Source: an optimization exercise on an open RTL-to-GDS flow (aim: small area, a short achievable clock period and few clock cycles). Production flows keep margins and buffers that such runs may drop.
RTL that was checked went through simulation tests only; none was proved equivalent to the original.
The RTL of runs 5 to 8 was laid out without a check of its function.
Power is estimated from default activity; no workload was simulated.

==> design.v <==
package tcs_pkg;
    localparam int BYTE_W      = 8;
    localparam int LINE_W      = 20;
    localparam int COL_W       = 16;
    localparam int QUEUE_DEPTH = 4;
    localparam int QP_W        = 2;
    localparam int QC_W        = 3;
    localparam int RES_W       = 2 + BYTE_W + LINE_W + COL_W + 3 + 1;
    localparam int PAIR_W      = 2 * RES_W + 1;
    localparam logic [BYTE_W-1:0] C_NUL    = 8'h00;
    localparam logic [BYTE_W-1:0] C_TAB    = 8'h09;
    localparam logic [BYTE_W-1:0] C_LF     = 8'h0A;
    localparam logic [BYTE_W-1:0] C_CR     = 8'h0D;
    localparam logic [BYTE_W-1:0] C_SPACE  = 8'h20;
    localparam logic [BYTE_W-1:0] C_STAR   = 8'h2A;
    localparam logic [BYTE_W-1:0] C_SLASH  = 8'h2F;
    localparam logic [BYTE_W-1:0] C_DEL    = 8'h7F;
    localparam logic [BYTE_W-1:0] C_LEAD   = 8'hE2;
    localparam logic [BYTE_W-1:0] C_CONT80 = 8'h80;
    localparam logic [BYTE_W-1:0] C_EN     = 8'h93;
    localparam logic [BYTE_W-1:0] C_EM     = 8'h94;
    localparam logic [BYTE_W-1:0] C_APOS   = 8'h99;
    localparam logic [BYTE_W-1:0] C_LSQ    = 8'h98;
    localparam logic [BYTE_W-1:0] C_LDQ    = 8'h9C;
    localparam logic [BYTE_W-1:0] C_RDQ    = 8'h9D;
    typedef enum logic [1:0] {
        KIND_CHAR = 2'd0,
        KIND_END  = 2'd1,
        KIND_ERR  = 2'd2
    } t_kind;
    typedef enum logic [2:0] {
        ERR_NONE      = 3'd0,
        ERR_EN_DASH   = 3'd1,
        ERR_EM_DASH   = 3'd2,
        ERR_APOS      = 3'd3,
        ERR_QUOTE     = 3'd4,
        ERR_CONTROL   = 3'd5,
        ERR_OPEN_CMNT = 3'd6
    } t_err;
    typedef struct packed {
        t_kind             kind;
        logic [BYTE_W-1:0] char_out;
        logic [LINE_W-1:0] line_no;
        logic [COL_W-1:0]  column_no;
        t_err              error_code;
        logic              last;
    } t_result;
    typedef struct packed {
        logic    two;
        t_result first;
        t_result second;
    } t_pair;
    typedef struct packed {
        logic empty;
        logic full;
    } t_q_status;
endpackage
module text_char_scanner_core #(
    parameter int LINE_BITS   = 20,    
    parameter int COLUMN_BITS = 16,
    parameter int TAB_STOP    = 4
) (
    input  logic                       i_clk,
    input  logic                       i_rst_n,
    input  logic                       i_valid,
    input  logic [tcs_pkg::BYTE_W-1:0] i_byte,
    output logic                       o_ready,
    output logic                       o_valid,
    input  logic                       i_ready,
    output logic [1:0]                 o_kind,
    output logic [tcs_pkg::BYTE_W-1:0] o_char,
    output logic [tcs_pkg::LINE_W-1:0] o_line,
    output logic [tcs_pkg::COL_W-1:0]  o_col,
    output logic [2:0]                 o_code,
    output logic                       o_last
);
    localparam int K_NUL   = 0;    
    localparam int K_TAB   = 1;    
    localparam int K_LF    = 2;    
    localparam int K_CR    = 3;    
    localparam int K_STAR  = 4;    
    localparam int K_SLASH = 5;    
    localparam int K_LEAD  = 6;    
    localparam int K_C80   = 7;    
    localparam int K_CTL   = 8;    
    localparam int K_INC   = 9;    
    localparam int K_UERR  = 10;   
    localparam int NK      = 11;
    function automatic logic [NK-1:0] f_class(input logic [7:0] v);
        f_class          = '0;
        f_class[K_NUL]   = (v == 8'h00);
        f_class[K_TAB]   = (v == 8'h09);
        f_class[K_LF]    = (v == 8'h0A);
        f_class[K_CR]    = (v == 8'h0D);
        f_class[K_STAR]  = (v == 8'h2A);
        f_class[K_SLASH] = (v == 8'h2F);
        f_class[K_LEAD]  = (v == 8'hE2);
        f_class[K_C80]   = (v == 8'h80);
        f_class[K_CTL]   = ((v[7:5] == 3'b000) && v != 8'h00 && v != 8'h09
                            && v != 8'h0A && v != 8'h0D) || (v == 8'h7F);
        f_class[K_INC]   = (v[7] ? v[6] : (v[6] | v[5])) && (v != 8'h7F);
        case (v)
            8'h93, 8'h94, 8'h98, 8'h99, 8'h9C, 8'h9D: f_class[K_UERR] = 1'b1;
            default:                                  f_class[K_UERR] = 1'b0;
        endcase
    endfunction
    logic          r_iv;
    logic [7:0]    r_ib;
    logic [NK-1:0] r_k;       
    logic        r_outv;      
    logic        r_olast;     
    logic        r_kerr;      
    logic        r_end;       
    logic [7:0]  r_ch;
    logic [19:0] r_line;
    logic [15:0] r_col;
    logic [2:0]  r_code;
    logic        r_mv_rst;    
    logic        r_mv_nl;     
    logic        r_mv_inc;    
    logic        r_mv_tab;    
    logic        r_cmt, r_star, r_slash, r_cr, r_lead, r_lead80, r_failed;
    logic        r_e2sat;     
    assign r_k = f_class(r_ib);
    function automatic logic [19:0] f_sinc20(input logic [19:0] v);
        for (int i = 0; i < 20; i++)
            f_sinc20[i] = (v[i] ^ ((i == 0) ? 1'b1 : &(v | ~((20'd1 << i) - 20'd1)))) | (&v);
    endfunction
    function automatic logic [13:0] f_inc14(input logic [13:0] v, input logic ci);
        for (int i = 0; i < 14; i++)
            f_inc14[i] = v[i] ^ (ci & ((i == 0) ? 1'b1 : &(v | ~((14'd1 << i) - 14'd1))));
    endfunction
    function automatic logic [15:0] f_dec16(input logic [15:0] v);
        for (int i = 0; i < 16; i++)
            f_dec16[i] = v[i] ^ ((i == 0) ? 1'b1 : ~|(v & ((16'd1 << i) - 16'd1)));
    endfunction
    logic        hi_max, cin, col_sat;
    logic [13:0] hi_sum;
    logic [19:0] cur_line;
    logic [15:0] cur_col, lead_col;
    assign hi_max   = &r_col[15:2];
    assign cin      = r_mv_inc ? (&r_col[1:0]) : (|r_col[1:0]);
    assign hi_sum   = f_inc14(r_col[15:2], cin);
    assign col_sat  = hi_max & cin;
    always_comb begin
        if (r_mv_rst)
            cur_line = 20'd1;
        else if (r_mv_nl)
            cur_line = f_sinc20(r_line);
        else
            cur_line = r_line;
        if (r_mv_rst || r_mv_nl)
            cur_col = 16'd1;
        else if (r_mv_inc || r_mv_tab)
            cur_col = col_sat ? 16'hFFFF
                              : {hi_sum, (r_mv_inc ? {r_col[1] ^ r_col[0], !r_col[0]} : 2'd1)};
        else
            cur_col = r_col;
    end
    assign lead_col = r_e2sat ? r_col : f_dec16(r_col);
    logic consume, main_free;
    assign consume   = r_iv && (!r_outv || i_ready);
    assign main_free = !r_iv || consume;
    assign o_ready   = main_free;
    logic [2:0] ucode;
    logic       n_ov, n_end, n_err, n_uerr;
    logic [2:0] n_code;
    logic       n_cmt, n_star, n_slash, n_cr, n_lead, n_lead80, n_failed;
    always_comb begin
        case (r_ib)
            8'h93:                ucode = 3'd1;
            8'h94:                ucode = 3'd2;
            8'h99:                ucode = 3'd3;
            default:              ucode = 3'd4;
        endcase
    end
    always_comb begin
        n_ov     = 1'b0;
        n_end    = 1'b0;
        n_err    = 1'b0;
        n_uerr   = r_lead80 && r_k[K_UERR];
        n_code   = 3'd0;
        n_cmt    = r_cmt;
        n_star   = r_star;
        n_slash  = 1'b0;
        n_cr     = 1'b0;
        n_lead   = 1'b0;
        n_lead80 = 1'b0;
        n_failed = r_failed;
        if (r_failed) begin
        end else if (r_cr) begin
            if (r_k[K_LF]) begin
                n_star = 1'b0;
                n_ov   = !r_cmt;
            end else begin
                n_ov     = 1'b1;
                n_err    = 1'b1;
                n_code   = 3'd5;
                n_failed = 1'b1;
            end
        end else if (r_k[K_NUL]) begin
            n_ov   = 1'b1;
            n_end  = !r_cmt;
            n_err  = r_cmt;
            n_code = r_cmt ? 3'd6 : 3'd0;
        end else if (r_k[K_CR]) begin
            n_cr = 1'b1;
        end else if (n_uerr) begin
            n_ov     = 1'b1;
            n_err    = 1'b1;
            n_code   = ucode;
            n_failed = 1'b1;
        end else if (r_k[K_CTL]) begin
            n_ov     = 1'b1;
            n_err    = 1'b1;
            n_code   = 3'd5;
            n_failed = 1'b1;
        end else begin
            n_lead   = r_k[K_LEAD];
            n_lead80 = r_lead && r_k[K_C80];
            if (r_cmt) begin
                if (r_star && r_k[K_SLASH]) begin
                    n_cmt  = 1'b0;
                    n_star = 1'b0;
                end else begin
                    n_star = r_k[K_STAR];
                end
            end else if (r_slash && r_k[K_STAR]) begin
                n_cmt  = 1'b1;
                n_star = 1'b0;
            end else if (r_k[K_SLASH]) begin
                n_slash = 1'b1;
            end else begin
                n_ov = 1'b1;
            end
        end
        if (r_k[K_NUL]) begin
            n_cmt    = 1'b0;
            n_star   = 1'b0;
            n_failed = 1'b0;
        end
    end
    logic          iv_n, slash_n, ov_n, rel_n;
    logic [7:0]    in_b, ib_n;
    logic [NK-1:0] k_n;
    assign in_b = i_byte;
    assign iv_n    = main_free ? i_valid : r_iv;
    assign ib_n    = main_free ? in_b : r_ib;
    assign k_n     = f_class(ib_n);
    assign slash_n = consume ? n_slash : r_slash;
    assign ov_n    = consume ? n_ov : (r_outv && !i_ready);
    assign rel_n   = iv_n && slash_n && !k_n[K_STAR];
    always_ff @(posedge i_clk) begin
        if (!i_rst_n) begin
            r_iv     <= 1'b0;
            r_outv   <= 1'b0;
            r_mv_rst <= 1'b1;
            r_mv_nl  <= 1'b0;
            r_mv_inc <= 1'b0;
            r_mv_tab <= 1'b0;
            r_cmt    <= 1'b0;
            r_star   <= 1'b0;
            r_slash  <= 1'b0;
            r_cr     <= 1'b0;
            r_lead   <= 1'b0;
            r_lead80 <= 1'b0;
            r_failed <= 1'b0;
        end else begin
            r_iv   <= iv_n;
            r_outv <= ov_n || rel_n;
            r_slash <= slash_n;
            if (consume) begin
                r_mv_rst <= r_k[K_NUL];
                r_mv_nl  <= r_k[K_LF];
                r_mv_inc <= r_k[K_INC];
                r_mv_tab <= r_k[K_TAB];
                r_cmt    <= n_cmt;
                r_star   <= n_star;
                r_cr     <= n_cr;
                r_lead   <= n_lead;
                r_lead80 <= n_lead80;
                r_failed <= n_failed;
            end
        end
    end
    always_ff @(posedge i_clk) begin
        r_ib    <= ib_n;
        r_olast <= !rel_n || k_n[K_SLASH] || k_n[K_CR];
        if (consume) begin
            r_ch    <= n_err ? 8'h00 : r_ib;
            r_line  <= cur_line;
            r_col   <= n_uerr ? lead_col : cur_col;
            r_end   <= n_end;
            r_kerr  <= n_err;
            r_code  <= n_code;
            r_e2sat <= &r_col;
        end
    end
    assign o_valid = r_outv;
    assign o_kind  = {r_kerr, r_end};
    assign o_char  = r_ch;
    assign o_line  = r_line;
    assign o_col   = r_col;
    assign o_code  = r_code;
    assign o_last  = r_olast;
endmodule
==> flow/run.sh <==
#!/bin/bash
# Standard layout, with plain buf_1 cells as the port buffers and the
# synthesis adder-cell step left out (abc maps the incrementers as gates).
set -euo pipefail
bash standard.sh BUFFER_PORTS_ARGS="-buffer_cell sky130_fd_sc_hd__buf_1" ADDER_MAP_FILE= finish > make_finish.log 2>&1
==> standard.sh <==
#!/bin/bash
# synth_recipe.tcl (not shown) runs the flow's synth.tcl, then flattens the netlist and writes it again
# the make line also repeats each setting of config.mk as NAME=value (left out here)
make -C /OpenROAD-flow-scripts/flow DESIGN_CONFIG=/design/flow/config.mk WORK_HOME=/design/flow/orfs CLKGATE_MAP_FILE= SYNTH_SCRIPT=/design/flow/synth_recipe.tcl "${@:-finish}"
==> config.mk <==
export PLATFORM = sky130hd
export DESIGN_NAME = text_char_scanner_core
export DESIGN_NICKNAME = text_char_scanner_core
export VERILOG_FILES = /design/flow/design.v
export SDC_FILE = /design/flow/constraint.sdc
export NUM_CORES = 4
export LEC_CHECK = 0
export CAP_MARGIN = 20
export CORE_MARGIN = 2
export CORE_UTILIZATION = 40
export CTS_BUF_LIST = sky130_fd_sc_hd__clkbuf_4 sky130_fd_sc_hd__clkbuf_8
export SETUP_SLACK_MARGIN = 1.8
export SLEW_MARGIN = 20
==> constraint.sdc <==
create_clock -name core_clock -period 4.0 [get_ports {i_clk}]
set_input_delay 0.8000 -clock core_clock [delete_from_list [all_inputs] [get_ports {i_clk}]]
set_output_delay 0.8000 -clock core_clock [all_outputs]
set_load 0.01 [all_outputs]
==> flow_summary.ini, run 1 <==
[logic_synthesis]
yosysWarningCount = 1
syn_inst = 425
yosys_most_used_dff = edfxtp_1
synth.top_cells.by_area = edfxtp_1 (36%), dfxtp_1 (11%), nand2_1 (4.0%), a21oi_1 (3.9%), o21ai_0 (2.7%)
synth-seq-area-share_pct = 46.9
synth_most_common_cell = edfxtp_1
synth_edf_count = 50
avgSynthCellArea_um2 = 9.74
yosysTopAreaCellShare_pct = 36.3
async_flop_share_pct = 0
yosys.area.top_type = edfxtp_1
synth_cell_types = 73
yosys-top-cells-count = edfxtp_1 (50), nand2_1 (44), a21oi_1 (32)
synth.net_count = 437
ys_ff_latch = 72
syn_area_um2 = 4140

[cts]
path_clk_slew_ps = 80
h-tree-depth = 3
cts-root-buf = clkbuf_8
numCtsBuffers = 9
clock_path_buffers = 2
clkLatencyLatePin_ps = 360
postCtsHoldBufs = 0
cts_sinks = 72
cts_tree = built

[routing]
drc_errors = 0
vias_per_cell = 5.60
ant_nets = 0
firstDrtPassIters = 5
wl_per_cell_um = 16.0
drt_iter0_drc = 265
via_count = 3591
wl_mm = 10.3

[global_route]
grt_use_total_pct = 18.2
grt_pass1_wl_mm = 16.4
grt_overflow = 0
antenna_found_initial = 0
first_global_vias = 3323
grt_max_degree = 24

[cells_and_area]
diodes = 0
final_net_count = 512
drive_gt1_share_pct = 20.0
final_cell_area_um2 = 5050
area_growth_pct = 21.9

[sta]
max_freq_mhz = 463
fin_skew_ps = 14.4
finalHoldViolations = 0
relSlewSlack_pct = 62.0
setup_ws_ps = 1840
tns_ps = 0
final_max_slew_viol_count = 0
rsz0062_at_grt = yes
finalSetupViolations = 0
post-route-min-period_ps = 2160
min_period_over_period_pct = 54.0
worst_pin_slew_ps = 569
holdWs_ps = 470

[power]
power.static_leakage_nw = 1.71
p_per_area_nw_per_um2 = 352
design_power_total_mw = 1.78
vdd_drop_max_v = 0.000163

[floorplanning]
core_area_um2 = 10200
fp.dieH_um = 106
die_w_um = 106
initial_core_util_pct = 40.7
io_pins = 64
die-area_um2 = 11200
rows = 37

[placement]
post-dp-hpwl_mm = 6.61
dpl_cell_area_um2 = 4440
io_buffer_count = 63
gp_congestion = 0.906
pre_cts_ws_ps = 956

[worst_setup_path]
worst_path_max_delay_cell = dfxtp_2
crit_fanout = 9
crit_required_ps = 4280
cp-end-kind = register
worst_ep_arrival_time_ps = 2440
start_kind = register
critPathKind = register to register
crit_chain = inv_2, o41ai_4, nand2_2, or3b_1, a2111oi_2, mux2i_1
cp_slowest_stage_delay_ps = 430

[hold_path]
hp-class = register to register

[run]
cap_violations = 0

[status]
status = complete, no violations
[layer usage]
layer  GRT usage [%]  wire length, um  vias up
met5               0                0        -
met4            6.86              174        0
met3            4.51              591       19
met2            27.3             4710      120
met1            25.5             4790     1701
li1                -                -     1751
[placed cells by master, fill, tap and decap left out, types with 5 or more instances in the layout]
master and n:
nor2b_1 7, xor2_1 11, xnor2_1 8, nand4_1 5, or3_1 6, a221oi_1 6
buf_1 63, o21a_1 5, nor4_1 7, nor3_1 9, nand2_2 5, a21oi_1 31
dfxtp_1 13, mux2_2 5, inv_1 8, dfxtp_4 5, clkbuf_8 9, buf_4 24
edfxtp_1 50, nor2_1 27, nand2b_1 5, a31oi_1 6, nand3_1 10, and2_1 12
nand2_1 40, o21ai_0 22
[cells by family after synthesis]
group	synth area share (%)
multiplexers	2.08
XOR/XNOR	4.02
AND/OR/NAND/NOR	23.2
flip-flops	46.9
AO/OA/AOI/OAI	19.2
buffers and inverters	4.56
[worst paths after layout]
check | endpoint | slack [ps] | cells after the start | from
max | r_star$_SDFFE_PN0P_ | 1840 | 6 | r_ib[3]$_DFF_P_
min | r_lead$_SDFFE_PN0P_ | 470 | 2 | r_lead$_SDFFE_PN0P_
max reg2reg | r_star$_SDFFE_PN0P_ | 1840 | 6 | r_ib[3]$_DFF_P_
min reg2reg | r_lead$_SDFFE_PN0P_ | 470 | 2 | r_lead$_SDFFE_PN0P_
[cell type report]
cell class,instances,area (um^2)
clock inverters,7,120
clock buffers,9,124
well taps,136,170
fillers,986,5140
flip-flops and latches,72,1970
repair buffers,90,450
inverters,9,33.8
multi-input cells,318,2180
[critical path, delay by kind of cell, from the launching register on]
kind	cells	cell delay (ps)
buffers and inverters	1	130
flip-flops	1	430
multiplexers	1	220
AO/OA/AOI/OAI	2	800
AND/OR/NAND/NOR	2	500
[where the power goes]
part / internal (mW) / switching (mW)
sequential: 0.835 / 0.0500
combinational: 0.0749 / 0.107
clock: 0.415 / 0.294
total: 1.32 / 0.451
[stage by stage]
stage	util, %	cells
after detailed placement	43.6	598
after CTS	48.0	631
after global routing	49.6	641
after global placement	43.6	598
final	49.6	641
after floorplan	-	425
[flip-flops by register name, summed over array words and instances, names as in the netlist, 3 cells and up]
signal,flops
r_ib,8
r_line,20
r_col,16
r_code,3
r_ch,8
[what timing repair did]
item	4_1_cts	5_1_grt
buffers inserted	16	10
gates resized for setup	19	22
pin swaps	8	10
endpoints found under the setup margin	63	63
cloned	1	0
endpoints found under the hold margin	0	0
Testbench counts, summed over its fixed seeds: cycles 33,905.
==> run 2, diff against run 1 <==
--- a/config.mk
+++ b/config.mk
@@ -6,8 +6,9 @@
 export NUM_CORES = 4
 export LEC_CHECK = 0
+export ABC_AREA = 1
 export CAP_MARGIN = 20
 export CORE_MARGIN = 2
 export CORE_UTILIZATION = 40
 export CTS_BUF_LIST = sky130_fd_sc_hd__clkbuf_4 sky130_fd_sc_hd__clkbuf_8
-export SETUP_SLACK_MARGIN = 1.8
+export SETUP_SLACK_MARGIN = 1.9
 export SLEW_MARGIN = 20
==> flow_summary.ini, run 2 <==
[worst_setup_path]
worst_ep_arrival_time_ps = 2230
start_kind = register
crit_required_ps = 4110
crit_fanout = 5
critPathKind = register to register
cp-end-kind = register

[routing]
wl_mm = 10.2
wl_per_cell_um = 13.4
via_count = 3861
drt_iter0_drc = 253
ant_nets = 0
drc_errors = 0
firstDrtPassIters = 5
vias_per_cell = 5.07

[power]
vdd_drop_max_v = 0.000186
p_per_area_nw_per_um2 = 328
power.static_leakage_nw = 2.18
design_power_total_mw = 1.68

[cells_and_area]
layout.cells.most_common = nand2_1
drive_gt1_share_pct = 16.0
final-instance-count-excl-fill = 761
reg_top3 = r_line x20, r_col x16
largest_reg_flops = 20
final_net_count = 632
area_growth_pct = 23.5
n_fill_cell = 1033
top_register = r_line
final_cell_area_um2 = 5130
postLayoutCoreUtil_pct = 50.4
diodes = 0
mostFrequentLayoutCells = nand2_1 (120), inv_1 (66), buf_1 (63)

[logic_synthesis]
synth_edf_count = 50
synth_most_common_cell = nand2_1
avgSynthCellArea_um2 = 7.87
synth.top_cells.by_area = edfxtp_1 (36%), nand2_1 (12%), dfxtp_1 (11%), inv_1 (6.2%), nor2_1 (5.3%)
yosysTopAreaCellShare_pct = 36.1
yosys_most_used_dff = edfxtp_1
yosys-top-cells-count = nand2_1 (128), inv_1 (69), nor2_1 (59)
yosys.area.top_type = edfxtp_1
syn_area_um2 = 4160
syn_inst = 528
ys_ff_latch = 72
yosysWarningCount = 1
synth_cell_types = 43
synth.net_count = 540
async_flop_share_pct = 0
synth-seq-area-share_pct = 46.7

[status]
status = complete, no violations

[placement]
gp_congestion = 0.941
post-dp-hpwl_mm = 6.91
pre_cts_ws_ps = 1130
dp.cells = 718
dpl_cell_area_um2 = 4560
io_buffer_count = 63

[hold_path]
hp-class = register to register

[sta]
finalSetupViolations = 0
rsz0062_at_grt = yes
min_period_over_period_pct = 53.0
max_freq_mhz = 472
finalHoldViolations = 0
worst_pin_slew_ps = 585
setup_ws_ps = 1880
holdWs_ps = 479
relSlewSlack_pct = 60.9
tns_ps = 0
fin_skew_ps = 14.3
post-route-min-period_ps = 2120
final_max_slew_viol_count = 0

[floorplanning]
rows = 37
core_area_um2 = 10200
die-area_um2 = 11200
initial_core_util_pct = 40.8
die_w_um = 106
fp.dieH_um = 106
io_pins = 64

[cts]
cts_sinks = 72
h-tree-depth = 3
clock_path_buffers = 2
clkLatencyLatePin_ps = 350
numCtsBuffers = 9
cts_tree = built
path_clk_slew_ps = 80
cts-root-buf = clkbuf_8

[run]
cap_violations = 0

[global_route]
first_global_vias = 3389
antenna_found_initial = 0
grt_pass1_wl_mm = 16.3
grt_use_total_pct = 18.1
grt_overflow = 0
grt_max_degree = 30
## run 2: cell count changes after synthesis, sizes merged, moves of 8 or more
cell	change
nand2	+85
clkbuf	-10
and2	-13
o21ai	+9
inv	+62
nor2b	-8
a21oi	+10
nor2	+36
nand3	+20
## run 2: final timing paths
kind | start | end | slack, ps | cells past startpoint
max | r_col[0]$_DFFE_PP_ | r_col[11]$_DFFE_PP_ | 1880 | 12
max reg2reg | r_col[0]$_DFFE_PP_ | r_col[11]$_DFFE_PP_ | 1880 | 12
min reg2reg | r_lead$_SDFFE_PN0P_ | r_lead$_SDFFE_PN0P_ | 480 | 2
min | r_lead$_SDFFE_PN0P_ | r_lead$_SDFFE_PN0P_ | 480 | 2
## run 2: worst max-delay path, cell delays in order (launching register included)
cell and delay [ps]:
edfxtp_1 470, nor2_4 200, nand4_1 210, nor2_2 210
nand2_2 100, nor2_4 170, nand2_1 110, nor2_1 130
nand2_1 90, nand2_1 70, nand2_1 50, nand2_1 50
nand2_1 40
## run 2: final cells by class
type | count | area, um^2 | share of cell area, %
clock buffer | 12 | 146 | 2.85
sequential | 72 | 1950 | 38.0
multi-input combinational | 375 | 2060 | 40.1
timing repair buffer | 91 | 489 | 9.53
tap | 136 | 170 | 3.32
clock inverter | 4 | 45.0 | 0.878
inverter | 71 | 275 | 5.36
## run 2: per-layer routing
| layer | vias to the layer above | track usage [%] | wire (um) | share of wire [%] |
|---|---|---|---|---|
| met5 | - | 0 | 0 | 0 |
| met4 | 0 | 5.83 | 130 | 1.3 |
| met3 | 10 | 3.92 | 416 | 4.1 |
| met2 | 97 | 27.2 | 4650 | 46 |
| met1 | 1798 | 26.0 | 5010 | 49 |
| li1 | 1956 | - | - | - |
## run 2: power by group
part / switching, mW / internal (mW)
Clock: 0.274 / 0.306
Sequential: 0.0461 / 0.843
Combinational: 0.136 / 0.0763
## run 2: cells by family after synthesis
| family | Yosys count | synth area share, % |
|---|---|---|
| flip-flops | 72 | 46.7 |
| AND/OR/NAND/NOR | 266 | 29.7 |
| AO/OA/AOI/OAI | 94 | 12.4 |
| buffers and inverters | 81 | 7.95 |
| XOR/XNOR | 15 | 3.16 |
## run 2: timing repair
| item | CTS | global route |
|---|---|---|
| setup buffers | 4 | 22 |
| hold buffers | 0 | 0 |
| cloned | 0 | 1 |
| pin swaps | 2 | 12 |
| hold endpoints to repair | 0 | 0 |
| resized for setup | 7 | 38 |
| endpoints found under the setup margin | 44 | 60 |
==> run 3, diff against run 2 <==
--- a/config.mk
+++ b/config.mk
@@ -11,4 +11,4 @@
 export CORE_UTILIZATION = 40
 export CTS_BUF_LIST = sky130_fd_sc_hd__clkbuf_4 sky130_fd_sc_hd__clkbuf_8
-export SETUP_SLACK_MARGIN = 1.9
+export SETUP_SLACK_MARGIN = 2.0
 export SLEW_MARGIN = 20
==> flow_summary.ini, run 3 <==
[floorplanning]
core_area_um2 = 10200
die_w_um = 106
rows = 37
initial_core_util_pct = 40.8
fp.dieH_um = 106
io_pins = 64
die-area_um2 = 11200

[worst_setup_path]
reg2reg_slack_ps = 2030
reg2reg_depth = 12
crit_fanout = 3
worstSetupEndpoint = o_col[1]
critPathKind = register to primary output
crit_required_ps = 3200
crit_start = r_col[1]$_DFFE_PP_
reg2reg_from = r_col[0]$_DFFE_PP_
worst_ep_arrival_time_ps = 1230
start_kind = register
cp-end-kind = primary output
r2r_end = r_col[11]$_DFFE_PP_

[global_route]
grt_use_total_pct = 17.6
antenna_found_initial = 0
first_global_vias = 3427
grt_pass1_wl_mm = 16.0
grt_max_degree = 30
grt_overflow = 0

[sta]
finalHoldViolations = 0
tns_ps = 0
final_max_slew_viol_count = 0
fin_skew_ps = 10.7
min_period_over_period_pct = 50.8
finalSetupViolations = 0
rsz0062_at_grt = yes
post-route-min-period_ps = 2030
worst_pin_slew_ps = 589
relSlewSlack_pct = 60.7
max_freq_mhz = 492

[logic_synthesis]
yosysTopAreaCellShare_pct = 36.1
avgSynthCellArea_um2 = 7.87
yosys-top-cells-count = nand2_1 (128), inv_1 (69), nor2_1 (59)
yosysWarningCount = 1
yosys_most_used_dff = edfxtp_1
synth_edf_count = 50
synth.top_cells.by_area = edfxtp_1 (36%), nand2_1 (12%), dfxtp_1 (11%), inv_1 (6.2%), nor2_1 (5.3%)
yosys.area.top_type = edfxtp_1
syn_area_um2 = 4160
synth_cell_types = 43
syn_inst = 528
ys_ff_latch = 72
synth.net_count = 540
synth_most_common_cell = nand2_1
async_flop_share_pct = 0
synth-seq-area-share_pct = 46.7

[routing]
wl_per_cell_um = 13.2
firstDrtPassIters = 6
drc_errors = 0
top_layer_used = met4
via_count = 3914
wl_met3_um = 488
wl_mm = 10.2
wl_met1_mm = 4.79
drt_iter0_drc = 252
wl_met2_mm = 4.87
ant_nets = 0
vias_per_cell = 5.07

[status]
status = complete, no violations

[cells_and_area]
drive_gt1_share_pct = 18.9
diodes = 0
reg_top3 = r_line x20, r_col x16
multi_input_area_um2 = 2070
final_net_count = 643
largest_reg_flops = 20
n_fill_cell = 991
layout.cells.most_common = nand2_1
regArea_um2 = 1950
area_growth_pct = 26.5
mostFrequentLayoutCells = nand2_1 (119), buf_1 (63), inv_1 (62)
top_register = r_line
postLayoutCoreUtil_pct = 51.6

[cts]
clock_path_buffers = 2
cts_sinks = 72
cts-root-buf = clkbuf_8
path_clk_slew_ps = 80
postCtsHoldBufs = 0
numCtsBuffers = 9
clkLatencyLatePin_ps = 350
h-tree-depth = 3
cts_tree = built

[hold_path]
hp-class = register to register

[power]
p_per_area_nw_per_um2 = 344
power.static_leakage_nw = 2.24
vdd_drop_max_v = 0.000161

[placement]
post-dp-hpwl_mm = 6.84
io_buffer_count = 63
gp_congestion = 0.944

[run]
cap_violations = 0
run 3: cell counts after synthesis:
Identical to the previous run, type by type.
run 3: cells by family after synthesis:
logic type	Yosys count	share of synthesized area (%)
simple gates	266	29.7
compound gates	94	12.4
buf+inv	81	7.95
flops	72	46.7
xor+xnor	15	3.16
run 3: critical path, cell delays in order, from the launching register on:
cell and delay, ps:
edfxtp_1 460, buf_4 170, buf_4 130, buf_1 120
run 3: routing by layer:
| metal | vias to the layer above | GRT usage [%] |
|---|---|---|
| met5 | - | 0 |
| met3 | 5 | 3.49 |
| met4 | 0 | 4.79 |
| li1 | 1979 | - |
| met2 | 116 | 28.4 |
| met1 | 1814 | 24.2 |
run 3: power breakdown:
group	internal, mW	total, mW	leakage [nW]	switching [mW]
Clock	0.415	0.705	0.116	0.291
Sequential	0.843	0.888	0.658	0.0455
Combinational	0.0765	0.214	1.47	0.138
run 3: worst min path at each step:
stage	startpoint	endpoint	slack [ps]	depth (start not counted)
finish	r_lead$_SDFFE_PN0P_	r_lead$_SDFFE_PN0P_	480	2
CTS	r_lead$_SDFFE_PN0P_	r_lead$_SDFFE_PN0P_	480	2
global route	r_lead$_SDFFE_PN0P_	r_lead$_SDFFE_PN0P_	510	2
floorplan	r_lead$_SDFFE_PN0P_	r_lead$_SDFFE_PN0P_	450	2
global placement	r_lead$_SDFFE_PN0P_	r_lead$_SDFFE_PN0P_	460	2
detailed placement	r_lead$_SDFFE_PN0P_	r_lead$_SDFFE_PN0P_	470	2
run 3: area by class of cell:
class | count | share of cell area (%)
multi-input cells | 375 | 39.5
clock buffers | 9 | 2.36
flip-flops and latches | 72 | 37.1
well taps | 136 | 3.24
inverters | 71 | 5.24
repair buffers | 102 | 10.3
clock inverters | 7 | 2.29
run 3: repair_timing:
item	4_1_cts	5_1_grt
buffers inserted	17	21
gates cloned	0	0
resized for setup	19	36
setup endpoints to repair	49	61
pin swaps	6	14
run 3: through the flow:
step	instances	total power [mW]	instance area [um^2]	hold WS (ps)	setup WS, ps
final	772	1.81	5260	477	1970
after global routing	772	1.89	5260	507	1860
after CTS	751	1.81	5000	484	1990
after detailed placement	718	1.09	4570	473	1110
after global placement	718	1.09	4570	458	1190
after floorplan	528	1.03	4220	445	1880
==> run 4, diff against run 3 <==
--- a/config.mk
+++ b/config.mk
@@ -11,4 +11,4 @@
 export CORE_UTILIZATION = 40
 export CTS_BUF_LIST = sky130_fd_sc_hd__clkbuf_4 sky130_fd_sc_hd__clkbuf_8
-export SETUP_SLACK_MARGIN = 2.0
+export SETUP_SLACK_MARGIN = 1.7
 export SLEW_MARGIN = 20
==> flow_summary.ini, run 4 <==
[status]
status = complete, no violations

[routing]
vias_per_cell = 5.04
via_count = 3729
wl_mm = 9.46
ant_nets = 0
drt_iter0_drc = 226
drc_errors = 0
firstDrtPassIters = 6
wl_per_cell_um = 12.8

[cells_and_area]
mostFrequentLayoutCells = nand2_1 (127), inv_1 (68), buf_1 (63)
area_growth_pct = 16.7
layout.cells.most_common = nand2_1
largest_reg_flops = 20
drive_gt1_share_pct = 8.94
diodes = 0
n_fill_cell = 1033
final_cell_area_um2 = 4850
top_register = r_line
reg_top3 = r_line x20, r_col x16
final_net_count = 611

[placement]
gp_congestion = 0.948
dpl_cell_area_um2 = 4530
io_buffer_count = 63
post-dp-hpwl_mm = 6.73

[logic_synthesis]
synth.net_count = 540
yosys_most_used_dff = edfxtp_1
async_flop_share_pct = 0
yosysTopAreaCellShare_pct = 36.1
synth_most_common_cell = nand2_1
yosys-top-cells-count = nand2_1 (128), inv_1 (69), nor2_1 (59)
yosysWarningCount = 1
syn_inst = 528
synth_edf_count = 50
synth.top_cells.by_area = edfxtp_1 (36%), nand2_1 (12%), dfxtp_1 (11%), inv_1 (6.2%), nor2_1 (5.3%)
syn_area_um2 = 4160
avgSynthCellArea_um2 = 7.87
synth_cell_types = 43
ys_ff_latch = 72
yosys.area.top_type = edfxtp_1
synth-seq-area-share_pct = 46.7

[sta]
worst_pin_slew_ps = 542
relSlewSlack_pct = 63.8
min_period_over_period_pct = 54.5
finalSetupViolations = 0
final_max_slew_viol_count = 0
rsz0062_at_grt = yes
max_freq_mhz = 458
finalHoldViolations = 0
fin_skew_ps = 12.8
tns_ps = 0
post-route-min-period_ps = 2180

[cts]
clock_path_buffers = 2
cts_sinks = 72
cts_tree = built
clkLatencyLatePin_ps = 360
path_clk_slew_ps = 70
numCtsBuffers = 9
h-tree-depth = 3
cts-root-buf = clkbuf_8
postCtsHoldBufs = 0

[floorplanning]
initial_core_util_pct = 40.8
core_area_um2 = 10200
io_pins = 64
rows = 37
die_w_um = 106
fp.dieH_um = 106
die-area_um2 = 11200

[power]
design_power_total_mw = 1.69
p_per_area_nw_per_um2 = 348
power.static_leakage_nw = 2.07
vdd_drop_max_v = 0.000173

[global_route]
grt_overflow = 0
antenna_found_initial = 0
grt_max_degree = 30
grt_use_total_pct = 17.5
grt_pass1_wl_mm = 15.7
first_global_vias = 3319

[worst_setup_path]
worst_path_max_delay_cell = nand3_4
path_buf_inv = 3
cp-end-kind = primary output
worst_ep_arrival_time_ps = 1380
path_delay_family = buffers and inverters
crit_required_ps = 3200
crit_fanout = 19
cp_slowest_stage_delay_ps = 190
crit_chain = buf_1, inv_1, nand3_4, buf_1
worst_path_most_repeated_cell = buf_1
critPathKind = input port to primary output
start_kind = input port
reg2reg_slack_ps = 1880

[hold_path]
hp-class = register to register

[run]
cap_violations = 0
[run 4: logic make-up (layout without fill, tap and decap cells)]
logic type,Yosys count,count (layout),synth area share [%]
AOI/OAI and AO/OA,94,94,12.4
xor gates and xnor gates,15,15,3.16
buffers and inverters,81,157,7.95
DFF,72,72,46.7
and+or+nand+nor,266,266,29.7
[run 4: cell type report]
cell class | count | area, um^2 | area share, %
inverters | 71 | 273 | 5.63
repair buffers | 70 | 302 | 6.22
flip-flops and latches | 72 | 1940 | 40.1
clock buffers | 13 | 166 | 3.43
well taps | 136 | 170 | 3.51
clock inverters | 3 | 40.0 | 0.826
multi-input cells | 375 | 1950 | 40.3
[run 4: worst paths after layout]
path | start | end | cells after the start
setup / recovery | i_ready | o_ready | 4
hold / removal | r_lead$_SDFFE_PN0P_ | r_lead$_SDFFE_PN0P_ | 2
setup reg to reg | r_ib[4]$_DFF_P_ | r_col[11]$_DFFE_PP_ | 9
hold reg to reg | r_lead$_SDFFE_PN0P_ | r_lead$_SDFFE_PN0P_ | 2
[run 4: per-stage QoR]
stage	cells	util, %	hold slack, ps	setup slack [ps]
global placement	719	44.5	465	1290
global route	740	47.6	493	1630
detailed placement	719	44.5	476	1200
CTS	736	46.9	488	1730
floorplan	528	-	445	1710
finish	740	47.6	485	1820
[run 4: repair_timing]
| action | in CTS | in global routing |
|---|---|---|
| gates resized for setup | 3 | 9 |
| endpoints found under the setup margin | 23 | 36 |
| pin swaps | 1 | 1 |
| hold endpoints to repair | 0 | 0 |
| setup buffers | 1 | 4 |
[run 4: metal layers]
metal / routed length [um] / vias to the layer above / part of all wire [%] / global-route usage, %
li1: - / 1906 / - / -
met1: 4670 / 1711 / 49 / 25.0
met2: 4220 / 102 / 45 / 26.0
met3: 441 / 10 / 4.7 / 3.62
met4: 127 / 0 / 1.3 / 7.24
met5: 0 / - / 0 / 0
[run 4: worst register-to-register path, stage by stage, from the launching register on]
cell,delay (ps)
dfxtp_1,410
inv_1,150
nor3_4,270
nand2_1,100
nand2_1,150
nand2_4,150
nand2_4,140
nor3_1,90
a211oi_4,200
buf_12,190
[run 4: where the power goes]
| part | internal, mW | switching [mW] |
|---|---|---|
| logic | 0.0653 | 0.127 |
| registers | 0.843 | 0.0435 |
| clock network | 0.334 | 0.272 |
==> run 5, diff against run 4 <==
--- a/design.v
+++ b/design.v
@@ -108,4 +108,6 @@
     logic [7:0]    r_ib;
     logic [NK-1:0] r_k;       
+    logic          r_uerr;    
+    logic        r_busy;      
     logic        r_outv;      
     logic        r_olast;     
@@ -140,4 +142,7 @@
     logic [15:0] cur_col, lead_col;
     assign hi_max   = &r_col[15:2];
+    assign r_mv_nl  = (r_ch == 8'h0A);
+    assign r_mv_tab = (r_ch == 8'h09);
+    assign r_mv_inc = (r_ch[7] ? r_ch[6] : (r_ch[6] | r_ch[5])) && (r_ch != 8'h7F);
     assign cin      = r_mv_inc ? (&r_col[1:0]) : (|r_col[1:0]);
     assign hi_sum   = f_inc14(r_col[15:2], cin);
@@ -162,5 +167,5 @@
     assign consume   = r_iv && (!r_outv || i_ready);
     assign main_free = !r_iv || consume;
-    assign o_ready   = main_free;
+    assign o_ready   = !r_busy || i_ready;
     logic [2:0] ucode;
     logic       n_ov, n_end, n_err, n_uerr;
@@ -179,5 +184,5 @@
         n_end    = 1'b0;
         n_err    = 1'b0;
-        n_uerr   = r_lead80 && r_k[K_UERR];
+        n_uerr   = r_lead80 && r_uerr;
         n_code   = 3'd0;
         n_cmt    = r_cmt;
@@ -255,8 +260,6 @@
             r_iv     <= 1'b0;
             r_outv   <= 1'b0;
+            r_busy   <= 1'b0;
             r_mv_rst <= 1'b1;
-            r_mv_nl  <= 1'b0;
-            r_mv_inc <= 1'b0;
-            r_mv_tab <= 1'b0;
             r_cmt    <= 1'b0;
             r_star   <= 1'b0;
@@ -269,10 +272,8 @@
             r_iv   <= iv_n;
             r_outv <= ov_n || rel_n;
+            r_busy <= iv_n && (ov_n || rel_n);
             r_slash <= slash_n;
             if (consume) begin
                 r_mv_rst <= r_k[K_NUL];
-                r_mv_nl  <= r_k[K_LF];
-                r_mv_inc <= r_k[K_INC];
-                r_mv_tab <= r_k[K_TAB];
                 r_cmt    <= n_cmt;
                 r_star   <= n_star;
@@ -286,4 +287,5 @@
     always_ff @(posedge i_clk) begin
         r_ib    <= ib_n;
+        r_uerr  <= k_n[K_UERR];
         r_olast <= !rel_n || k_n[K_SLASH] || k_n[K_CR];
         if (consume) begin
--- a/config.mk
+++ b/config.mk
@@ -11,4 +11,5 @@
 export CORE_UTILIZATION = 40
 export CTS_BUF_LIST = sky130_fd_sc_hd__clkbuf_4 sky130_fd_sc_hd__clkbuf_8
-export SETUP_SLACK_MARGIN = 1.7
+export GPL_TIMING_DRIVEN = 0
+export SETUP_SLACK_MARGIN = 1.8
 export SLEW_MARGIN = 20
==> flow_summary.ini, run 5 <==
[cells_and_area]
drive_gt1_share_pct = 11.8
area_growth_pct = 17.4
diodes = 0
final-instance-count-excl-fill = 798
multi_input_area_um2 = 2080
reg_top3 = r_line x20, r_col x16
layout.cells.most_common = nand2_1
top_register = r_line
mostFrequentLayoutCells = nand2_1 (159), inv_1 (77), buf_1 (64)
largest_reg_flops = 20
regArea_um2 = 1920
n_fill_cell = 1024
final_net_count = 669

[routing]
drc_errors = 0
via_count = 4003
wl_per_cell_um = 13.0
wl_mm = 10.4
drt_iter0_drc = 195
firstDrtPassIters = 5
ant_nets = 0
vias_per_cell = 5.02

[placement]
gp_congestion = 0.939
dp.cells = 769
post-dp-hpwl_mm = 7.56
io_buffer_count = 63

[cts]
path_clk_slew_ps = 80
cts-root-buf = clkbuf_8
cts_tree = built
numCtsBuffers = 9
cts_sinks = 71
h-tree-depth = 3
clock_path_buffers = 2
clkLatencyLatePin_ps = 350

[global_route]
top_usage_layer = met2
antenna_found_initial = 0
grt_pass1_wl_mm = 17.1
globalRouteMet2Util_pct = 31.0
use_met3_pct = 3.39
first_global_vias = 3594
grtUsageMet1_pct = 23.6
grt_use_total_pct = 18.6
grt_max_degree = 24
grt_overflow = 0

[floorplanning]
die_w_um = 108
io_pins = 64
initial_core_util_pct = 41.5
rows = 37
core_area_um2 = 10400
fp.dieH_um = 108
die-area_um2 = 11600

[worst_setup_path]
critPathKind = register to register
cp_slowest_stage_delay_ps = 420
crit_required_ps = 4110
crit_fanout = 6
worst_path_max_delay_cell = edfxtp_1
cp-end-kind = register
crit_chain = nor2_2, nand2_2, nor2_4, nand2_2, nor2_4, nand2_2, nor2_4, nand3_2, o21ai_2, nand2_1, nand2_1, nand2_1
worst_ep_arrival_time_ps = 2200
start_kind = register

[logic_synthesis]
synth.top_cells.by_area = edfxtp_1 (35%), nand2_1 (14%), dfxtp_1 (9.7%), inv_1 (6.7%), nand3_1 (5.9%)
yosys_most_used_dff = edfxtp_1
synth_cell_types = 37
synth.net_count = 582
synth-seq-area-share_pct = 44.5
syn_area_um2 = 4320
yosys-top-cells-count = nand2_1 (164), inv_1 (77), nor2_1 (53)
syn_inst = 570
synth_most_common_cell = nand2_1
async_flop_share_pct = 0
yosysWarningCount = 1
yosysTopAreaCellShare_pct = 34.8
synth_edf_count = 50
ys_ff_latch = 71
yosys.area.top_type = edfxtp_1
avgSynthCellArea_um2 = 7.58

[power]
p_per_area_nw_per_um2 = 314
vdd_drop_max_v = 0.000151
power.static_leakage_nw = 2.30

[sta]
rsz0062_at_grt = no
relSlewSlack_pct = 58.9
tns_ps = 0
final_max_slew_viol_count = 0
fin_skew_ps = 9.93
worst_pin_slew_ps = 615
post-route-min-period_ps = 2090
min_period_over_period_pct = 52.4
max_freq_mhz = 478
finalSetupViolations = 0
finalHoldViolations = 0

[hold_path]
hp-class = register to register

[run]
cap_violations = 0

[status]
status = complete, no violations
-- run 5: what timing repair did --
item	in CTS	in global routing
pin swaps	0	6
gates cloned	0	0
setup buffers	3	10
endpoints found under the setup margin	41	36
resized for setup	2	15
hold buffers	0	0
-- run 5: area by class of cell --
type                    instances  share of cell area, %
repair buffers                 76                   6.59
inverters                      81                   6.14
well taps                     136                   3.36
multi-input cells             406                   41.0
plain buffers                  12                   1.53
clock inverters                 4                  0.395
flip-flops and latches         71                   37.9
clock buffers                  12                   3.13
-- run 5: stage by stage --
stage / area [um^2] / utilization (%) / hold WS (ps) / power (mW) / setup WS, ps
finish: 5070 / 48.7 / 477 / 1.59 / 1910
global route: 5070 / 48.7 / 519 / 1.66 / 1780
CTS: 4950 / 47.6 / 474 / 1.60 / 1810
detailed placement: 4740 / 45.5 / 463 / 1.06 / 1310
global placement: 4740 / 45.5 / 458 / 1.06 / 1320
floorplan: 4340 / - / 446 / 0.999 / 1800
-- run 5: logic make-up (layout without fill, tap and decap cells) --
kind of cell | count (synthesis) | in the layout | share of synthesized area [%]
simple gates | 325 | 325 | 35.1
buf+inv | 93 | 185 | 8.84
flops | 71 | 71 | 44.5
compound gates | 65 | 65 | 8.31
xor+xnor | 16 | 16 | 3.24
-- run 5: path summary, 6_finish.rpt --
kind                            slack [ps]  depth (start not counted)           startpoint             endpoint
worst max-delay path                  1910                         12   r_col[0]$_DFFE_PP_  r_col[14]$_DFFE_PP_
worst min-delay path                   480                          2  r_lead$_SDFFE_PN0P_  r_lead$_SDFFE_PN0P_
worst max register to register        1910                         12   r_col[0]$_DFFE_PP_  r_col[14]$_DFFE_PP_
worst min register to register         480                          2  r_lead$_SDFFE_PN0P_  r_lead$_SDFFE_PN0P_
-- run 5: where the power goes --
group	switching (mW)	internal, mW
registers	0.0337	0.824
logic	0.131	0.0621
clock network	0.279	0.262
-- run 5: routing by layer --
layer	part of all wire [%]	routed length, um
met5	0	0
met1	45	4710
met4	1.3	131
met3	4.7	492
met2	49	5030
-- run 5: worst max-delay path: cells and delay by family (launching register included) --
family / cells / cell delay, ps
compound gates: 1 / 130
flops: 1 / 420
simple gates: 11 / 1280
==> run 6, diff against run 5 <==
--- a/design.v
+++ b/design.v
@@ -112,10 +112,8 @@
     logic        r_outv;      
     logic        r_olast;     
-    logic        r_kerr;      
-    logic        r_end;       
+    logic [2:0]  r_st;        
     logic [7:0]  r_ch;
     logic [19:0] r_line;
     logic [15:0] r_col;
-    logic [2:0]  r_code;
     logic        r_mv_rst;    
     logic        r_mv_nl;     
@@ -142,9 +140,9 @@
     logic [15:0] cur_col, lead_col;
     assign hi_max   = &r_col[15:2];
+    assign cin      = r_mv_inc ? (&r_col[1:0]) : (|r_col[1:0]);
+    assign hi_sum   = f_inc14(r_col[15:2], cin);
     assign r_mv_nl  = (r_ch == 8'h0A);
     assign r_mv_tab = (r_ch == 8'h09);
     assign r_mv_inc = (r_ch[7] ? r_ch[6] : (r_ch[6] | r_ch[5])) && (r_ch != 8'h7F);
-    assign cin      = r_mv_inc ? (&r_col[1:0]) : (|r_col[1:0]);
-    assign hi_sum   = f_inc14(r_col[15:2], cin);
     assign col_sat  = hi_max & cin;
     always_comb begin
@@ -293,16 +291,14 @@
             r_line  <= cur_line;
             r_col   <= n_uerr ? lead_col : cur_col;
-            r_end   <= n_end;
-            r_kerr  <= n_err;
-            r_code  <= n_code;
+            r_st    <= n_end ? 3'd7 : n_code;
             r_e2sat <= &r_col;
         end
     end
     assign o_valid = r_outv;
-    assign o_kind  = {r_kerr, r_end};
+    assign o_kind  = {(r_st != 3'd0) && (r_st != 3'd7), r_st == 3'd7};
     assign o_char  = r_ch;
     assign o_line  = r_line;
     assign o_col   = r_col;
-    assign o_code  = r_code;
+    assign o_code  = (r_st == 3'd7) ? 3'd0 : r_st;
     assign o_last  = r_olast;
 endmodule
==> flow_summary.ini, run 6 <==
[logic_synthesis]
yosys.area.top_type = edfxtp_1
syn_area_um2 = 4280
yosysWarningCount = 1
syn_inst = 587
async_flop_share_pct = 0
synth_most_common_cell = nand2_1
synth.top_cells.by_area = edfxtp_1 (34%), nand2_1 (15%), dfxtp_1 (9.8%), nand3_1 (6.5%), inv_1 (5.8%)
synth_cell_types = 39
ys_ff_latch = 69
avgSynthCellArea_um2 = 7.30
yosys_most_used_dff = edfxtp_1
synth-seq-area-share_pct = 43.5
yosys-top-cells-count = nand2_1 (172), inv_1 (66), nor2_1 (61)
yosysTopAreaCellShare_pct = 33.6
synth.net_count = 599
synth_edf_count = 48

[worst_setup_path]
cp_slowest_stage_delay_ps = 360
crit_fanout = 4
critPathKind = register to primary output
reg2reg_slack_ps = 1940
reg2reg_depth = 9
crit_chain = inv_1, nor3_2, nor2_1, buf_1
r2r_end = r_col[15]$_DFFE_PP_
reg2reg_from = r_ch[5]$_SDFFCE_PP0P_
cp-end-kind = primary output
worst_path_max_delay_cell = edfxtp_1
crit_required_ps = 3200
start_kind = register
worst_ep_arrival_time_ps = 1270
crit_start = r_st[0]$_SDFFCE_PP1P_

[power]
p_clk_share_pct = 38.5
comb_power_share_pct = 12.5
pwr-share-seq_pct = 49.0
p_per_area_nw_per_um2 = 327
netSwitchingFraction_pct = 26.6
internal_power_mw = 1.26
power_switching_mw = 0.455
power.static_leakage_nw = 2.34
vdd_drop_max_v = 0.000192

[global_route]
grt_pass1_wl_mm = 17.5
grt_max_degree = 22
antenna_found_initial = 0
grt_overflow = 0
first_global_vias = 3795
grt_use_total_pct = 19.0

[cells_and_area]
mostFrequentLayoutCells = nand2_1 (168), inv_1 (65), buf_1 (63)
final_cell_area_um2 = 5230
area_growth_pct = 22.2
layout.cells.most_common = nand2_1
reg_top3 = r_line x20, r_col x16
top_register = r_line
diodes = 0
final-instance-count-excl-fill = 821
largest_reg_flops = 20
drive_gt1_share_pct = 12.7
final_net_count = 692
postLayoutCoreUtil_pct = 50.5

[cts]
path_clk_slew_ps = 70
clkLatencyLatePin_ps = 360
clock_path_buffers = 2
h-tree-depth = 3
cts_sinks = 69
cts-root-buf = clkbuf_8
cts_tree = built
numCtsBuffers = 9
postCtsHoldBufs = 0

[routing]
drc_errors = 0
vias_per_cell = 5.08
via_count = 4169
ant_nets = 0
wl_per_cell_um = 13.3
drt_iter0_drc = 178
firstDrtPassIters = 5
wl_mm = 10.9

[floorplanning]
rows = 37
core_area_um2 = 10400
initial_core_util_pct = 41.3
io_pins = 64
die-area_um2 = 11600
die_w_um = 107
fp.dieH_um = 107

[placement]
gp_congestion = 0.913
io_buffer_count = 63
dp.cells = 786
dpl_cell_area_um2 = 4710
post-dp-hpwl_mm = 7.70

[sta]
final_max_slew_viol_count = 0
finalHoldViolations = 0
fin_skew_ps = 18.9
post-route-min-period_ps = 2070
rsz0062_at_grt = no
holdWs_ps = 468
max_freq_mhz = 483
tns_ps = 0
finalSetupViolations = 0
min_period_over_period_pct = 51.8
relSlewSlack_pct = 69.1
worst_pin_slew_ps = 463

[hold_path]
hp-class = register to register
whs_path_depth = 2
holdPathEnd = r_lead80$_SDFFE_PN0P_
min_from = r_lead80$_SDFFE_PN0P_

[run]
cap_violations = 0

[status]
status = complete, no violations
-- run 6: cell count changes after synthesis, sizes merged, moves of 3 or more --
| cell | before | now |
|---|---|---|
| nand2 | 167 | 172 |
| nand3 | 53 | 57 |
| nand3b | 0 | 3 |
| nor2 | 60 | 66 |
| a21oi | 28 | 31 |
| o21ai | 32 | 25 |
| buf | 9 | 5 |
| clkbuf | 3 | 6 |
-- run 6: per-stage QoR --
stage                     setup WS, ps  power (mW)
after floorplan                   1910       0.980
after CTS                         1790        1.70
after detailed placement          1360        1.04
final                             1930        1.71
after global routing              1810        1.79
after global placement            1370        1.04
-- run 6: worst max path at each step --
stage | endpoint | slack (ps) | depth (start not counted)
2_1_floorplan | r_line[0]$_SDFFCE_PP1P_ | 1910 | 4
3_3_place_gp | r_line[7]$_SDFFCE_PP0P_ | 1370 | 5
3_5_place_dp | r_line[10]$_SDFFCE_PP0P_ | 1360 | 5
4_1_cts | r_line[17]$_SDFFCE_PP0P_ | 1790 | 5
5_1_grt | o_code[0] | 1810 | 4
6_report | o_code[0] | 1930 | 4
-- run 6: routing by layer --
| metal | GRT usage (%) | wire, um | vias up | share of wire [%] |
|---|---|---|---|---|
| met5 | 0 | 0 | - | 0 |
| li1 | - | - | 2145 | - |
| met1 | 23.3 | 4900 | 1914 | 45 |
| met4 | 7.97 | 198 | 0 | 1.8 |
| met3 | 3.45 | 452 | 15 | 4.1 |
| met2 | 32.8 | 5360 | 95 | 49 |
-- run 6: area by class of cell --
cell class,instances,area [um^2]
clock inverter,4,73.8
timing repair buffer,80,407
buffer,11,62.6
sequential,69,1860
clock buffer,12,153
fill,1036,5140
multi-input combinational,428,2200
inverter,81,308
tap,136,170
-- run 6: cells by family (layout without fill, tap and decap cells) --
family                    count (synthesis)  count (layout)  synth area share [%]
and+or+nand+nor                         341             343                  36.1
xor gates and xnor gates                 15              15                  3.07
AOI/OAI and AO/OA                        70              70                  9.00
buffers and inverters                    92             188                  8.35
DFF                                      69              69                  43.5
-- run 6: critical path, delay by kind of cell (launching register included) --
family | cells | cell delay [ps]
flops | 1 | 360
simple gates | 2 | 350
buf+inv | 2 | 210
-- run 6: power groups by stage --
stage                     Combinational, mW  Sequential (mW)  Clock, mW
after floorplan                       0.123            0.856          0
after global placement                0.184            0.853          0
after detailed placement              0.187            0.855          0
after CTS                             0.192            0.840      0.671
after global routing                  0.241            0.844      0.700
final                                 0.214            0.839      0.660
-- run 6: what timing repair did --
item,in CTS,in global routing
hold endpoints to repair,0,0
setup endpoints to repair,43,54
gates cloned,1,2
pin swaps,3,7
gates resized for setup,5,28
setup buffers,1,15
==> run 7, diff against run 6 <==
--- a/config.mk
+++ b/config.mk
@@ -12,4 +12,4 @@
 export CTS_BUF_LIST = sky130_fd_sc_hd__clkbuf_4 sky130_fd_sc_hd__clkbuf_8
 export GPL_TIMING_DRIVEN = 0
-export SETUP_SLACK_MARGIN = 1.8
+export SETUP_SLACK_MARGIN = 1.85
 export SLEW_MARGIN = 20
==> flow_summary.ini, run 7 <==
[cts]
numCtsBuffers = 9
cts_sinks = 69
path_clk_slew_ps = 80
clkLatencyLatePin_ps = 370
clock_path_buffers = 2
cts_tree = built
h-tree-depth = 3
postCtsHoldBufs = 0
cts-root-buf = clkbuf_8

[power]
power.static_leakage_nw = 2.40
comb_power_share_pct = 13.0
vdd_drop_max_v = 0.000192
p_per_area_nw_per_um2 = 321
p_clk_share_pct = 38.3
pwr-share-seq_pct = 48.7
netSwitchingFraction_pct = 26.8
internal_power_mw = 1.26
power_switching_mw = 0.462

[worst_setup_path]
crit_fanout = 8
start_kind = register
worst_ep_arrival_time_ps = 2300
cp-end-kind = register
crit_required_ps = 4080
critPathKind = register to register

[run]
cap_violations = 0

[global_route]
grt_use_total_pct = 19.3
first_global_vias = 3860
grt_max_degree = 22
grt_pass1_wl_mm = 17.7
antenna_found_initial = 0
grt_overflow = 0

[routing]
ant_nets = 0
wl_mm = 11.2
via_count = 4242
drc_errors = 0
firstDrtPassIters = 6
vias_per_cell = 5.10
wl_per_cell_um = 13.5
drt_iter0_drc = 174

[logic_synthesis]
synth_most_common_cell = nand2_1
yosys.area.top_type = edfxtp_1
syn_inst = 587
yosysWarningCount = 1
yosys-top-cells-count = nand2_1 (172), inv_1 (66), nor2_1 (61)
synth_edf_count = 48
avgSynthCellArea_um2 = 7.30
syn_area_um2 = 4280
synth.net_count = 599
synth.top_cells.by_area = edfxtp_1 (34%), nand2_1 (15%), dfxtp_1 (9.8%), nand3_1 (6.5%), inv_1 (5.8%)
async_flop_share_pct = 0
synth-seq-area-share_pct = 43.5
synth_cell_types = 39
yosysTopAreaCellShare_pct = 33.6
yosys_most_used_dff = edfxtp_1
ys_ff_latch = 69

[floorplanning]
fp.dieH_um = 107
initial_core_util_pct = 41.3
io_pins = 64
die-area_um2 = 11600
rows = 37
core_area_um2 = 10400
die_w_um = 107

[placement]
gp_congestion = 0.913
post-dp-hpwl_mm = 7.70
dp.cells = 786
io_buffer_count = 63

[cells_and_area]
mostFrequentLayoutCells = nand2_1 (168), inv_1 (65), buf_1 (63)
multi_input_area_um2 = 2240
reg_top3 = r_line x20, r_col x16
diodes = 0
regArea_um2 = 1860
largest_reg_flops = 20
n_fill_cell = 1023
drive_gt1_share_pct = 14.7
area_growth_pct = 25.2
layout.cells.most_common = nand2_1
top_register = r_line
final_net_count = 703
final-instance-count-excl-fill = 832

[sta]
max_freq_mhz = 451
post-route-min-period_ps = 2220
relSlewSlack_pct = 68.2
worst_pin_slew_ps = 477
holdWs_ps = 467
final_max_slew_viol_count = 0
min_period_over_period_pct = 55.4
fin_skew_ps = 17.8
finalHoldViolations = 0
finalSetupViolations = 0
tns_ps = 0
rsz0062_at_grt = yes

[status]
status = complete, no violations

[hold_path]
hp-class = register to register
-- run 7: final timing paths --
path / from / endpoint / slack, ps / cells past startpoint
min reg2reg: r_lead80$_SDFFE_PN0P_ / r_lead80$_SDFFE_PN0P_ / 470 / 2
max reg2reg: r_ch[4]$_SDFFCE_PP0P_ / r_col[15]$_DFFE_PP_ / 1780 / 11
max: r_ch[4]$_SDFFCE_PP0P_ / r_col[15]$_DFFE_PP_ / 1780 / 11
min: r_lead80$_SDFFE_PN0P_ / r_lead80$_SDFFE_PN0P_ / 470 / 2
-- run 7: stage by stage --
step | instance area (um^2) | power [mW] | worst slack (ps) | utilization, %
3_5_place_dp | 4710 | 1.04 | 1360 | 45.5
3_3_place_gp | 4710 | 1.04 | 1370 | 45.5
5_1_grt | 5360 | 1.79 | 1680 | 51.7
4_1_cts | 5080 | 1.71 | 1840 | 49.0
6_report | 5360 | 1.72 | 1780 | 51.7
2_1_floorplan | 4310 | 0.980 | 1910 | -
-- run 7: layout make-up --
class | instances | share of cell area [%]
timing repair buffer | 91 | 9.24
multi-input combinational | 428 | 41.7
buffer | 11 | 1.19
inverter | 81 | 5.74
clock buffer | 12 | 2.85
tap | 136 | 3.17
sequential | 69 | 34.8
clock inverter | 4 | 1.38
-- run 7: logic make-up after synthesis --
family / count (synthesis) / synth area share, %
AOI/OAI and AO/OA: 70 / 9.00
xor gates and xnor gates: 15 / 3.07
and+or+nand+nor: 341 / 36.1
buffers and inverters: 92 / 8.35
DFF: 69 / 43.5
-- run 7: per-layer routing --
layer | track usage, % | wire, um | vias to the layer above
met5 | 0 | 0 | -
met4 | 8.06 | 209 | 0
met3 | 3.45 | 470 | 16
met2 | 33.5 | 5660 | 97
met1 | 23.5 | 4890 | 1958
li1 | - | - | 2171
-- run 7: worst max-delay path, stage by stage, from the launching register on --
cell       delay (ps)
edfxtp_1          410
nor2_2            140
nand3_2           100
nor3b_4           250
buf_4             150
buf_6              80
buf_6              80
buf_6              80
buf_6              80
a31oi_4            90
a21oi_4           250
clkbuf_16         210
-- run 7: timing repair --
item | CTS | global route
buffers inserted | 9 | 17
gates resized for setup | 10 | 35
pin swaps | 5 | 9
setup endpoints to repair | 47 | 68
gates cloned | 1 | 3
-- run 7: power by group through the flow --
stage               clock network (mW)  logic, mW  registers, mW
floorplan                            0      0.123          0.856
global placement                     0      0.184          0.853
detailed placement                   0      0.187          0.855
CTS                              0.671      0.198          0.839
global route                     0.699      0.251          0.844
finish                           0.661      0.224          0.839
==> run 8, diff against run 7 <==
--- a/design.v
+++ b/design.v
@@ -142,7 +142,4 @@
     assign cin      = r_mv_inc ? (&r_col[1:0]) : (|r_col[1:0]);
     assign hi_sum   = f_inc14(r_col[15:2], cin);
-    assign r_mv_nl  = (r_ch == 8'h0A);
-    assign r_mv_tab = (r_ch == 8'h09);
-    assign r_mv_inc = (r_ch[7] ? r_ch[6] : (r_ch[6] | r_ch[5])) && (r_ch != 8'h7F);
     assign col_sat  = hi_max & cin;
     always_comb begin
@@ -260,4 +257,7 @@
             r_busy   <= 1'b0;
             r_mv_rst <= 1'b1;
+            r_mv_nl  <= 1'b0;
+            r_mv_inc <= 1'b0;
+            r_mv_tab <= 1'b0;
             r_cmt    <= 1'b0;
             r_star   <= 1'b0;
@@ -274,4 +274,7 @@
             if (consume) begin
                 r_mv_rst <= r_k[K_NUL];
+                r_mv_nl  <= r_k[K_LF];
+                r_mv_inc <= r_k[K_INC];
+                r_mv_tab <= r_k[K_TAB];
                 r_cmt    <= n_cmt;
                 r_star   <= n_star;
==> flow_summary.ini, run 8 <==
[global_route]
grt_use_total_pct = 18.1
grt_max_degree = 21
grt_overflow = 0
grt_pass1_wl_mm = 16.5
antenna_found_initial = 0
first_global_vias = 3578

[sta]
holdWs_ps = 468
fin_skew_ps = 9.02
post-route-min-period_ps = 2090
min_period_over_period_pct = 52.4
relSlewSlack_pct = 43.3
tns_ps = 0
final_max_slew_viol_count = 0
rsz0062_at_grt = yes
worst_pin_slew_ps = 843
max_freq_mhz = 477
finalSetupViolations = 0
setup_ws_ps = 1910
finalHoldViolations = 0

[routing]
firstDrtPassIters = 6
via_count = 3855
vias_per_cell = 5.03
wl_per_cell_um = 13.3
wl_mm = 10.2
ant_nets = 0
drt_iter0_drc = 250
drc_errors = 0

[worst_setup_path]
path_buf_inv = 0
cp_slowest_stage_delay_ps = 470
crit_required_ps = 4100
cp-end-kind = register
worst_ep_arrival_time_ps = 2200
start_kind = register
worst_path_max_delay_cell = edfxtp_1
path_delay_family = simple AND/OR/NAND/NOR gates
crit_fanout = 7
crit_chain = nor2_4, nand2_2, nor2_4, nand2_4, nor2_4, nand2_2, nor2_4, nand4_1, nand2_1, nand2_1, nand2_1, nand2_1
critPathKind = register to register

[hold_path]
hp-class = register to register

[cts]
path_clk_slew_ps = 80
cts_tree = built
clock_path_buffers = 2
cts-root-buf = clkbuf_8
postCtsHoldBufs = 0
numCtsBuffers = 9
cts_sinks = 72
h-tree-depth = 3
clkLatencyLatePin_ps = 350

[cells_and_area]
postLayoutCoreUtil_pct = 48.5
mostFrequentLayoutCells = nand2_1 (131), inv_1 (77), buf_1 (63)
drive_gt1_share_pct = 11.6
layout.cells.most_common = nand2_1
largest_reg_flops = 20
reg_top3 = r_line x20, r_col x16
final_net_count = 638
final_cell_area_um2 = 4960
final-instance-count-excl-fill = 767
diodes = 0
area_growth_pct = 19.1
top_register = r_line

[placement]
dpl_cell_area_um2 = 4590
dp.cells = 743
pre_cts_ws_ps = 1400
post-dp-hpwl_mm = 7.51
io_buffer_count = 63
gp_congestion = 0.928

[logic_synthesis]
syn_area_um2 = 4160
synth_edf_count = 48
synth-seq-area-share_pct = 46.2
async_flop_share_pct = 0
yosysWarningCount = 1
syn_inst = 544
yosys_most_used_dff = edfxtp_1
yosysTopAreaCellShare_pct = 34.6
synth.top_cells.by_area = edfxtp_1 (35%), nand2_1 (12%), dfxtp_1 (12%), inv_1 (6.9%), nor2_1 (5.9%)
synth_cell_types = 41
ys_ff_latch = 72
yosys-top-cells-count = nand2_1 (137), inv_1 (77), nor2_1 (65)
synth_most_common_cell = nand2_1
yosys.area.top_type = edfxtp_1
avgSynthCellArea_um2 = 7.65
synth.net_count = 556

[status]
status = complete, no violations

[floorplanning]
initial_core_util_pct = 40.7
die-area_um2 = 11200
fp.dieH_um = 106
io_pins = 64
rows = 37
core_area_um2 = 10200
die_w_um = 106

[power]
design_power_total_mw = 1.61
vdd_drop_max_v = 0.000167
p_per_area_nw_per_um2 = 324
power.static_leakage_nw = 2.14

[run]
cap_violations = 0
run 8: changes by cell type in the layout (fill, tap and decap cells not counted), sizes merged, moves of 4 or more:
cell / previous run / this run
buf: 93 / 73
clkbuf: 20 / 16
nand2: 172 / 139
nand3: 57 / 37
nand4: 23 / 11
o21ai: 25 / 32
o311ai: 0 / 5
or2: 1 / 7
run 8: worst reg2reg max path, delay by kind of cell, from the launching register on:
family	cells	cell delay (ps)
and+or+nand+nor	12	1390
DFF	1	470
run 8: area by class of cell:
class / count / area, um^2
fillers: 1064 / 5270
multi-input cells: 385 / 2020
flip-flops and latches: 72 / 1930
repair buffers: 71 / 309
inverters: 81 / 305
well taps: 136 / 170
clock buffers: 12 / 159
plain buffers: 6 / 38.8
clock inverters: 4 / 27.5
run 8: what timing repair did:
| action | 4_1_cts | 5_1_grt |
|---|---|---|
| endpoints found under the setup margin | 26 | 34 |
| buffers inserted | 2 | 6 |
| gates resized for setup | 3 | 33 |
| pin swaps | 1 | 9 |
run 8: power breakdown:
group	internal [mW]	switching (mW)
Combinational	0.0607	0.125
Sequential	0.834	0.0372
Clock	0.267	0.282
run 8: path summary, 6_finish.rpt:
path              slack [ps]                   to  cells after the start                start
setup / recovery        1910  r_col[14]$_DFFE_PP_                     12   r_col[0]$_DFFE_PP_
hold / removal           470  r_lead$_SDFFE_PN0P_                      2  r_lead$_SDFFE_PN0P_
setup reg to reg        1910  r_col[14]$_DFFE_PP_                     12   r_col[0]$_DFFE_PP_
hold reg to reg          470  r_lead$_SDFFE_PN0P_                      2  r_lead$_SDFFE_PN0P_
run 8: cell families after synthesis:
family                 Yosys count  share of synthesized area, %
AO/OA/AOI/OAI                   81                          11.4
AND/OR/NAND/NOR                292                          31.7
flip-flops                      72                          46.2
XOR/XNOR                        12                          2.53
buffers and inverters           87                          8.21
run 8: metal layers:
| layer | GRT usage [%] | vias up | routed length, um |
|---|---|---|---|
| met5 | 0 | - | 0 |
| met2 | 29.0 | 77 | 4770 |
| met1 | 24.1 | 1784 | 4870 |
| li1 | - | 1980 | - |
| met4 | 6.30 | 0 | 141 |
| met3 | 4.05 | 14 | 407 |

separate check: timing with driven ports:
The flow's constraints put no driver on any port. The routed layouts listed below were extracted and timed again, unchanged, in two steps.
Step 1 assumes that a clkbuf_16 drives the clock port and a buf_2 every other input.
Step 2 times the ports against the registers' clock, not the clock port: input delays grow and output delays shrink by t, the midpoint of the rising clock arrivals with the driver on.
Three values: ideal, step 1, step 2; two values: the first two.
run	t, ns	setup WS [ns]	worst setup path at the end
run 1	0.389	1.841 / 1.841 / 1.498	input to register
run 2	0.380	1.880 / 1.880 / 1.731	input to register
run 3	0.379	1.966 / 1.933 / 1.800	input to register
run 4	0.386	1.818 / 1.799 / 1.732	input to register
run 5	0.382	1.906 / 1.906 / 1.617	input to register
run 6	0.389	1.929 / 1.896 / 1.624	input to register
run 7	0.390	1.784 / 1.784 / 1.686	input to register
run 8	0.375	1.905 / 1.905 / 1.675	input to register
After both steps every run listed still meets setup and hold. The setup slack of run 1, which loses most, moves by 0.000 ns with the drivers and by -0.343 ns with both steps.
